This is an optimization exercise on Yosys and OpenROAD, whose aim is small area, a short achievable clock period and few clock cycles, not a production implementation. The RTL of this run was laid out without a check of its function. Power is estimated from default activity; no workload was simulated.

File: design/flow/run.sh
#!/bin/bash
# synth_recipe.tcl (not shown) runs the flow's synth.tcl, then flattens the netlist and writes it again
# the make line also repeats each setting of config.mk as NAME=value (left out here)
make -C /OpenROAD-flow-scripts/flow DESIGN_CONFIG=/design/flow/config.mk WORK_HOME=/design/flow/orfs CLKGATE_MAP_FILE= SYNTH_SCRIPT=/design/flow/synth_recipe.tcl finish
File: design/flow/config.mk
export PLATFORM = sky130hd
export DESIGN_NAME = ex_stage
export DESIGN_NICKNAME = ex_stage
export VERILOG_FILES = /design/flow/design.v
export SDC_FILE = /design/flow/constraint.sdc
export NUM_CORES = 4
export LEC_CHECK = 0
export ABC_AREA = 0
export CAP_MARGIN = 20
export CORE_MARGIN = 2
export CORE_UTILIZATION = 40
export SETUP_SLACK_MARGIN = 2.5
export SLEW_MARGIN = 20
export SYNTH_HIERARCHICAL = 1
File: design/flow/constraint.sdc
create_clock -name core_clock -period 9.0 [get_ports {clk}]
set_input_delay 1.8000 -clock core_clock [delete_from_list [all_inputs] [get_ports {clk}]]
set_output_delay 1.8000 -clock core_clock [all_outputs]
set_load 0.01 [all_outputs]
File: design/flow/design.v
module ex_stage (
  input  logic        clk,
  input  logic        rst,
  input  logic [31:0] i_inst,
  input  logic [2:0]  i_alusel,
  input  logic [4:0]  i_aluop,
  input  logic [31:0] i_srcLeft,
  input  logic [31:0] i_srcRight,
  input  logic [1:0]  i_memop,
  input  logic [4:0]  i_dest,
  input  logic        i_writeEnable,
  input  logic        i_flush,
  output logic [31:0] o_result,
  output logic [1:0]  o_memop,
  output logic [31:0] o_memAddr,
  output logic [31:0] o_storeData,
  output logic [4:0]  o_dest,
  output logic        o_writeEnable,
  output logic        o_overflow,
  output logic        o_stallReq
);
  localparam logic [2:0] SEL_SPECIAL = 3'd0, SEL_LOGIC = 3'd1, SEL_ARITH = 3'd2,
                         SEL_MULDIV  = 3'd3, SEL_MEMACC = 3'd4;
  logic [31:0] A, B;
  logic [31:0] hi, lo;
  assign A = i_srcLeft;
  assign B = i_srcRight;
  function automatic logic [5:0] bitlen(input logic [31:0] x);
    logic [5:0] n;
    n = 6'd0;
    for (int i = 0; i < 32; i++) if (x[i]) n = i + 1;
    bitlen = n;
  endfunction
  function automatic logic [31:0] rev32(input logic [31:0] x);
    for (int i = 0; i < 32; i++) rev32[i] = x[31 - i];
  endfunction
  logic [31:0] r0_q, r1_q, x_q;
  logic [32:0] m_q;
  logic [5:0]  cnt_q;
  logic [2:0]  dg_q;
  logic        busy_q, swap_q, div_q, sgn_q, xs_q, negq_q, dom_q, sub_q;
  logic        kill, is_md, uses_hl, stall, retire, md_start, mthi, mtlo;
  assign kill     = rst | i_flush;
  assign is_md    = (i_alusel == SEL_MULDIV) && (i_aluop[4:2] == 3'd0);
  assign uses_hl  = is_md || ((i_alusel == SEL_SPECIAL) && (i_aluop != 5'd0) && (i_aluop <= 5'd4));
  assign stall    = !kill && busy_q && uses_hl;
  assign retire   = !kill && !stall;
  assign md_start = retire && is_md;
  assign mthi     = retire && (i_alusel == SEL_SPECIAL) && (i_aluop == 5'd3);
  assign mtlo     = retire && (i_alusel == SEL_SPECIAL) && (i_aluop == 5'd4);
  logic        sgn, an, bn, op_div, swp, dz, qz, mneg;
  logic [31:0] ta, tb, msel, sh_out;
  logic [5:0]  lza, lzb, bl, na, lbd, s_div, bl2;
  logic        mlow;
  assign op_div  = i_aluop[1];
  assign sgn     = !i_aluop[0];
  assign an      = sgn && A[31];
  assign bn      = sgn && B[31];
  assign ta      = A ^ {32{an}};
  assign tb      = B ^ {32{bn}};
  assign lza     = bitlen(ta);
  assign lzb     = bitlen(tb);
  assign swp     = lza < lzb;
  assign bl      = swp ? lza : lzb;
  assign msel    = swp ? A : B;
  assign mneg    = swp ? an : bn;
  assign bl2     = bl - 6'd2;
  assign mlow    = (bl == 6'd1) ? 1'b0 : msel[bl2[4:0]];
  assign na      = lza + {5'd0, an};         
  assign lbd     = (lzb == 6'd0) ? {5'd0, bn} : lzb;   
  assign dz      = (lzb == 6'd0) && !bn;     
  assign qz      = na < lbd;                 
  assign s_div   = na - lbd;
  assign sh_out  = B << s_div[4:0];
  logic        last, neg, two, zero, c, accept;
  logic [34:0] base, addv;
  logic [33:0] add_a, add_b, add_s;
  logic        add_c;
  logic [30:0] r0_id;
  logic        r0_down;
  logic [3:0]  tq0, tq1;
  logic [31:0] r0_mul0, r0_mul1, r0_mul, r0_div;
  logic [4:0]  nj;
  logic        qbit;
  assign last = (cnt_q == 6'd1);
  assign neg  = dg_q[2] && !(dg_q[1] && dg_q[0]);
  assign two  = (dg_q == 3'b100) || (dg_q == 3'b011);
  assign zero = (dg_q == 3'b000) || (dg_q == 3'b111);
  assign base = zero ? 35'd0 : (two ? {xs_q, xs_q, x_q, 1'b0} : {xs_q, xs_q, xs_q, x_q});
  assign addv = base ^ {35{neg}};
  always_comb begin
    if (div_q) begin
      add_a = {{2{sgn_q && r1_q[31]}}, r1_q};
      add_b = {m_q[32], m_q} ^ {34{sub_q}};
      add_c = sub_q;
    end else begin
      add_a = {2'b00, r1_q[29:0], 2'b00};
      add_b = {2'b00, addv[31:0]};
      add_c = neg;
    end
  end
  assign add_s  = add_a + add_b + {33'd0, add_c};
  assign c      = add_s[32];
  assign accept = dom_q ? (add_s[33] || (add_s == 34'd0)) : !add_s[33];
  assign r0_down = !div_q && tq0[3];
  assign r0_id   = r0_q[30:0] + {{30{r0_down}}, 1'b1};
  function automatic logic [31:0] r0_add(input logic [3:0] t, input logic [29:0] r,
                                         input logic [29:0] rid);
    r0_add = (t[3:2] == 2'b00) ? {r, t[1:0]} : {rid, t[1:0]};
  endfunction
  assign tq0     = {2'b00, r1_q[31:30]} + {addv[34], addv[34:32]};
  assign tq1     = tq0 + 4'd1;
  assign r0_mul0 = r0_add(tq0, r0_q[29:0], r0_id[29:0]);
  assign r0_mul1 = r0_add(tq1, r0_q[29:0], r0_id[29:0]);
  assign r0_mul  = c ? r0_mul1 : r0_mul0;
  assign qbit   = accept ^ negq_q;
  assign r0_div = (last && negq_q) ? (qbit ? {r0_id, 1'b0} : {r0_q[30:0], 1'b1})
                                   : {r0_q[30:0], qbit};
  assign nj = cnt_q[4:0] - 5'd2;
  always_ff @(posedge clk) begin
    if (rst) begin
      r0_q   <= '0;
      r1_q   <= '0;
      swap_q <= 1'b0;
      busy_q <= 1'b0;
    end else if (busy_q) begin
      cnt_q <= cnt_q - 6'd1;
      dg_q  <= {dg_q[0], m_q[{nj, 1'b1}], m_q[{nj, 1'b0}]};
      if (div_q) begin
        r0_q <= r0_div;
        if (accept) r1_q <= add_s[31:0];
        m_q  <= {m_q[32], m_q[32:1]};
      end else begin
        r0_q <= r0_mul;
        r1_q <= add_s[31:0];
      end
      if (last) busy_q <= 1'b0;
    end else if (md_start) begin
      div_q  <= op_div;
      sgn_q  <= sgn;
      x_q    <= swp ? B : A;
      xs_q   <= swp ? bn : an;
      negq_q <= an ^ bn;
      dom_q  <= an;
      sub_q  <= an == bn;
      m_q    <= op_div ? {bn, sh_out} : {msel, 1'b0};
      dg_q   <= bl[0] ? {mneg, !mneg, mlow} : {mneg, mneg, !mneg};
      swap_q <= op_div;
      r1_q   <= op_div ? A : 32'd0;
      r0_q   <= {32{op_div && (dz || ((an ^ bn) && !qz))}};
      if (op_div) begin
        cnt_q  <= s_div + 6'd1;
        busy_q <= !dz && !qz;
      end else begin
        cnt_q  <= (bl + 6'd2) >> 1;
        busy_q <= !((lza == 6'd0 && !an) || (lzb == 6'd0 && !bn));
      end
    end else begin
      if (mthi) begin
        if (swap_q) r1_q <= A; else r0_q <= A;
      end
      if (mtlo) begin
        if (swap_q) r0_q <= A; else r1_q <= A;
      end
    end
  end
  assign hi = swap_q ? r1_q : r0_q;
  assign lo = swap_q ? r0_q : r1_q;
  ex_alu u_alu (
    .A(A), .B(B), .imm(i_inst[15:0]), .alusel(i_alusel), .aluop(i_aluop),
    .memop(i_memop), .dest(i_dest), .wen(i_writeEnable), .kill(kill), .stall(stall),
    .hi(hi), .lo(lo),
    .o_result(o_result), .o_memop(o_memop), .o_memAddr(o_memAddr), .o_storeData(o_storeData),
    .o_dest(o_dest), .o_writeEnable(o_writeEnable), .o_overflow(o_overflow)
  );
  assign o_stallReq = stall;
endmodule
module ex_alu (
  input  logic [31:0] A,
  input  logic [31:0] B,
  input  logic [15:0] imm,
  input  logic [2:0]  alusel,
  input  logic [4:0]  aluop,
  input  logic [1:0]  memop,
  input  logic [4:0]  dest,
  input  logic        wen,
  input  logic        kill,
  input  logic        stall,
  input  logic [31:0] hi,
  input  logic [31:0] lo,
  output logic [31:0] o_result,
  output logic [1:0]  o_memop,
  output logic [31:0] o_memAddr,
  output logic [31:0] o_storeData,
  output logic [4:0]  o_dest,
  output logic        o_writeEnable,
  output logic        o_overflow
);
  localparam logic [2:0] SEL_SPECIAL = 3'd0, SEL_LOGIC = 3'd1, SEL_ARITH = 3'd2,
                         SEL_MULDIV  = 3'd3, SEL_MEMACC = 3'd4;
  function automatic logic [31:0] rev32(input logic [31:0] x);
    for (int i = 0; i < 32; i++) rev32[i] = x[31 - i];
  endfunction
  logic [31:0] mem_addr, sum, diff, sh_in, sh_r, sh_res, res;
  logic [31:0] sum_lo, diff_lo;
  logic        cs31, cd31, cd32, add_ovf, sub_ovf, n31, slt, sltu, left, fill;
  logic [63:0] sh_full;
  assign mem_addr = A + {{16{imm[15]}}, imm};
  assign {cs31, sum_lo[30:0]}  = {1'b0, A[30:0]} + {1'b0, B[30:0]};
  assign {cd31, diff_lo[30:0]} = {1'b0, A[30:0]} + {1'b0, ~B[30:0]} + 32'd1;
  assign sum      = {A[31] ^ B[31] ^ cs31, sum_lo[30:0]};
  assign diff     = {A[31] ^ ~B[31] ^ cd31, diff_lo[30:0]};
  assign cd32     = (A[31] & ~B[31]) | ((A[31] | ~B[31]) & cd31);
  assign add_ovf  = (A[31] ~^ B[31]) & (A[31] ^ cs31);
  assign n31      = B[31] ^ (|B[30:0]);
  assign sub_ovf  = (A[31] ~^ n31) & (B[31] ~^ cd31);
  assign sltu     = !cd32;
  assign slt      = !cd32 ^ A[31] ^ B[31];
  assign left    = (aluop[1:0] == 2'd0);
  assign fill    = aluop[1] && A[31];
  assign sh_in   = left ? rev32(A) : A;
  assign sh_full = {{32{fill}}, sh_in} >> B[4:0];
  assign sh_r    = sh_full[31:0];
  assign sh_res  = left ? rev32(sh_r) : sh_r;
  logic live, is_sp, is_lg, is_ar, is_mem;
  logic s_hi, s_lo, s_and, s_or, s_xor, s_nor, s_sh, s_add, s_sub, s_slt, s_sltu, s_mem;
  logic we_base, ovf;
  assign live   = !kill;
  assign is_sp  = alusel == SEL_SPECIAL;
  assign is_lg  = alusel == SEL_LOGIC;
  assign is_ar  = alusel == SEL_ARITH;
  assign is_mem = alusel == SEL_MEMACC;
  assign s_hi   = live && is_sp && (aluop == 5'd1);
  assign s_lo   = live && is_sp && (aluop == 5'd2);
  assign s_and  = live && is_lg && (aluop == 5'd0);
  assign s_or   = live && is_lg && (aluop == 5'd1);
  assign s_xor  = live && is_lg && (aluop == 5'd2);
  assign s_nor  = live && is_lg && (aluop == 5'd3);
  assign s_sh   = live && is_lg && (aluop >= 5'd4) && (aluop <= 5'd6);
  assign s_add  = live && is_ar && (aluop == 5'd0);
  assign s_sub  = live && is_ar && (aluop == 5'd1);
  assign s_slt  = live && is_ar && (aluop == 5'd2);
  assign s_sltu = live && is_ar && (aluop == 5'd3);
  assign s_mem  = live && is_mem;
  assign res = ({32{s_and}} & (A & B)) | ({32{s_or}} & (A | B)) | ({32{s_xor}} & (A ^ B))
             | ({32{s_nor}} & ~(A | B)) | ({32{s_hi}} & hi) | ({32{s_lo}} & lo)
             | ({32{s_sh}} & sh_res) | ({32{s_add}} & sum) | ({32{s_sub}} & diff)
             | ({32{s_mem}} & mem_addr) | {31'd0, (s_slt & slt) | (s_sltu & sltu)};
  always_comb begin
    we_base = 1'b0;
    case (alusel)
      SEL_SPECIAL: we_base = (aluop == 5'd0) ? wen : ((aluop == 5'd1) || (aluop == 5'd2));
      SEL_LOGIC:   we_base = (aluop <= 5'd6) && wen;
      SEL_ARITH:   we_base = (aluop <= 5'd3) && wen;
      SEL_MEMACC:  we_base = wen;
      default:     we_base = 1'b0;
    endcase
  end
  assign ovf = (s_add & add_ovf) | (s_sub & sub_ovf);
  assign o_result      = res;
  assign o_memop       = memop & {2{live}};
  assign o_memAddr     = mem_addr & {32{live}};
  assign o_storeData   = B & {32{live}};
  assign o_dest        = dest & {5{live}};
  assign o_writeEnable = live && we_base && !stall && !ovf;
  assign o_overflow    = ovf;
endmodule
==> qor.yml <==
power_and_ir_drop:
  clkPwrFrac_pct: 18.9
  combPwrFrac_pct: 63.0
  leakage_uw: 0.0157
  p_seq_share_pct: 18.1
  powerDensity_mw_per_mm2: 102
  p_sw_share_pct: 45.8
  vdd_drop_max_mv: 0.133
  cell_internal_pwr_uw: 2180
  p_sw_uw: 1840
die:
  rows: 100
  die-area_mm2: 0.0769
  io_pins: 221
  initial_core_util_pct: 40.3
  die_w_um: 277
  fp.coreArea_mm2: 0.0742
  die_y_um: 277
outcome:
  status: "complete, no violations"
logic_synthesis:
  synthCells: 4112
  synth_flop_cell: "edfxtp_1"
  syn_nets: 4447
  ys_seq_elements: 146
  syn_area_per_cell_um2: 7.26
  synth_warnings: 8
  yosysUniqueCellTypes: 102
  synth-edff-count: 80
  synth_top_area_share_pct: 8.80
  ys_top_cells_by_area: "ha_1 (8.8%), edfxtp_1 (8.0%), mux4_2 (5.7%), nand2_1 (5.4%), a21oi_1 (5.2%)"
  synth_area_mm2: 0.0299
  yosysTopAreaCell: "ha_1"
  async_flop_share_pct: 0
  synth_seq_area_share_pct: 12.5
job:
  cap_violations: 0
worst_setup_path:
  end_kind: "output port"
  r2r_start: "dg_q[2]"
  cp-start-kind: "input pin"
  path_max_fanout: 3
  crit_chain: "buf_8 > buf_8 > clkinvlp_4 > ha_4 > o21bai_4 > a21oi_4 > o311ai_4 > a221oi_4 > o21ai_4 > a31oi_4 > o41ai_4 > inv_1 > fa_1 > o22ai_2 > a211oi_2 > nand4_1 > a221oi_2 > nand3_1 > buf_2"
  crit_buf_inv: 5
  reg2regPathDepth: 22
  path_class: "input pin to output port"
  worstPathRequired_ns: 7.20
  cpMaxStageDelayCell: "fa_1"
  critPathMaxStageDelay_ns: 0.52
  worst-r2r-setup-slack_ns: 2.86
  rr_endpoint: "r0_q[6]"
  arrival_ns: 5.20
  cp_top_family: "compound AO/OA/AOI/OAI gates"
  worst_path_most_repeated_cell: "buf_8"
min_path:
  min_path_cells: 2
  whs_endpoint: "r1_q[18]"
  worstHoldStart: "r1_q[18]"
  hp-class: "flip-flop to flip-flop"
sta:
  fin_crit_sh_pct: 77.8
  grt_setup_unrepaired: "yes"
  worst_pin_slew_ns: 1.10
  fin_skew_ns: 0.0109
  setup_viol: 0
  max_freq_ghz: 0.143
  fin_hold_ws_ns: 0.543
  period_needed_ns: 7.00
  relSlewSlack_pct: 26.7
  finalSetupTns_ns: 0
  setup_ws_ns: 2.00
  hold_viol: 0
  finalMaxSlewViolations: 0
global_routing:
  gr-total-overflow: 0
  grt_max_degree: 142
  grt_pass1_wl_um: 233000
  antenna_found_initial: 7
  grt_usage_pct: 40.7
  grt_pass1_vias: 33733
place:
  dp_hpwl_um: 116000
  portBuffers: 204
  place_ws_ns: 0.652
  dpl.cell_count: 5112
  gp_congestion: 1.11
final_layout:
  final_layout_size_suffix_gt1_share_pct: 26.5
  final_util_pct: 53.2
  mostFrequentLayoutCell: "nand2_1"
  fin_nets: 4773
  final_cell_mix: "nand2_1 (417), nor2_1 (366), buf_4 (316)"
  stdcell_count: 5427
  area_growth_pct: 32.2
clock_tree:
  clk_pin_slew_ns: 0.07
  cts.sinks: 146
  cts_tree: "yes"
  cts_buffers: 17
  clock_path_buffers: 2
  root_buffer: "clkbuf_16"
  clkLatencyLatePin_ns: 0.45
  ctsHoldBuffers: 0
  htreeDepth: 4
drt:
  drc: 0
  postRouteAntennaNets: 0
  initialDrtViolationCount: 5917
  avgRoutedWirePerCell_um: 31.0
  routed_wirelength_um: 168000
  vias_per_cell: 6.96
  firstDrtPassIters: 8
  num_vias: 37793
through the flow:
| step | area [um2] | power [uW] |
|---|---|---|
| floorplan | 30100 | 2000 |
| global placement | 33200 | 2660 |
| detailed placement | 33200 | 2670 |
| CTS | 37200 | 3690 |
| global route | 39500 | 4140 |
| finish | 39500 | 4020 |
flip-flops by register name (all words and copies together) (netlist names), 3 cells and up:
signal  flops
m_q        33
r0_q       32
r1_q       32
x_q        32
cnt_q       6
dg_q        3
power by group through the flow:
| stage | sequential, uW | combinational, uW | clock, uW |
|---|---|---|---|
| after floorplan | 741 | 1260 | 0 |
| after global placement | 742 | 1920 | 0 |
| after detailed placement | 742 | 1920 | 0 |
| after CTS | 727 | 2200 | 759 |
| after global routing | 727 | 2630 | 783 |
| final | 727 | 2530 | 761 |
per-module statistics from Yosys, one instance, submodules excluded:
module	copies in the design	cell area [um2]	flip-flops and latches	cells inside
ex_stage	1	19300	146	2589
ex_alu	1	10600	0	1523
layer usage:
metal | GRT usage (%) | vias up | wire (um)
met3 | 11.5 | 674 | 24000
met5 | 0 | - | 14
met1 | 54.3 | 18023 | 63900
li1 | - | 16150 | -
met2 | 57.1 | 2944 | 66200
met4 | 26.1 | 2 | 13900
timing repair:
item | in CTS | in global routing
gates cloned | 10 | 12
resized for setup | 783 | 360
buffers inserted | 154 | 100
pin swaps | 100 | 109
endpoints found under the setup margin | 169 | 151
kinds of logic (layout without fill, tap and decap cells):
| kind of cell | after synthesis | after routing | share of synthesized area (%) |
|---|---|---|---|
| adder cells (fa/ha/maj) | 220 | 220 | 9.47 |
| XOR/XNOR | 179 | 181 | 5.25 |
| other | 0 | 7 | 0 |
| AO/OA/AOI/OAI | 1388 | 1391 | 31.5 |
| AND/OR/NAND/NOR | 1339 | 1340 | 20.9 |
| buffers and inverters | 549 | 882 | 7.08 |
| multiplexers | 291 | 291 | 13.3 |
| flip-flops | 146 | 146 | 12.5 |
worst max path at each step:
stage	start	to	slack (ns)	cells past startpoint
final	i_srcLeft[0]	o_result[31]	2.00	19
after global routing	i_srcLeft[0]	o_result[31]	1.93	19
after CTS	i_srcRight[22]	o_result[31]	1.95	18
after detailed placement	i_srcRight[18]	o_result[31]	0.65	16
after global placement	i_srcRight[18]	o_result[31]	0.65	16
after floorplan	i_srcRight[2]	o_result[31]	2.23	19
area by class of cell:
class	instances	area [um2]
Clock inverter	15	178
Clock buffer	17	425
Timing Repair Buffer	623	6080
Fill cell	7141	34700
Inverter	225	951
Multi-Input combinational cell	3423	26900
Sequential cell	146	3730
Antenna cell	7	17.5
Tap cell	969	1210
Timing Repair inverter	2	15.0
Yosys cell counts (80+ instances only):
cell type and number:
edfxtp_1 80, nand3_1 83, nand2_1 429, nor2_1 389
ha_1 210, nor3_1 112, xnor2_1 139, mux2i_1 131
mux2_2 84, clkbuf_1 268, o21ai_0 285, a21oi_1 312
inv_1 217
worst register-to-register path, delay by kind of cell (launching register included):
family          cells  cell delay, ns
fa+ha+maj           1            0.37
simple gates        8            1.61
compound gates      9            2.44
buf+inv             4            1.15
flops               1            0.52

separate check: timing with driven ports:
How much do the figures lean on ideal ports? The routed layout below was timed once more, with nothing changed but the port constraints.
Step 1, drivers: a clkbuf_16 drives clk and a buf_2 each remaining input, both assumed.
Step 2 also shifts input and output timing later by t, the mid clock arrival at the registers, as if the neighbouring blocks saw the same clock.
Slacks: ideal / step 1 / step 2; pairs: ideal / step 1.
shift t [ns]: 0.504
setup WS [ns]: 1.997 / 1.948 / 1.948
clock arrival spread, ns: 0.012 / 0.011
worst data-port slew with drivers (ns): 0.23
After both steps this run still meets setup and hold. For this run, drivers alone change the setup slack by -0.049 ns; drivers and shift together by -0.049 ns.
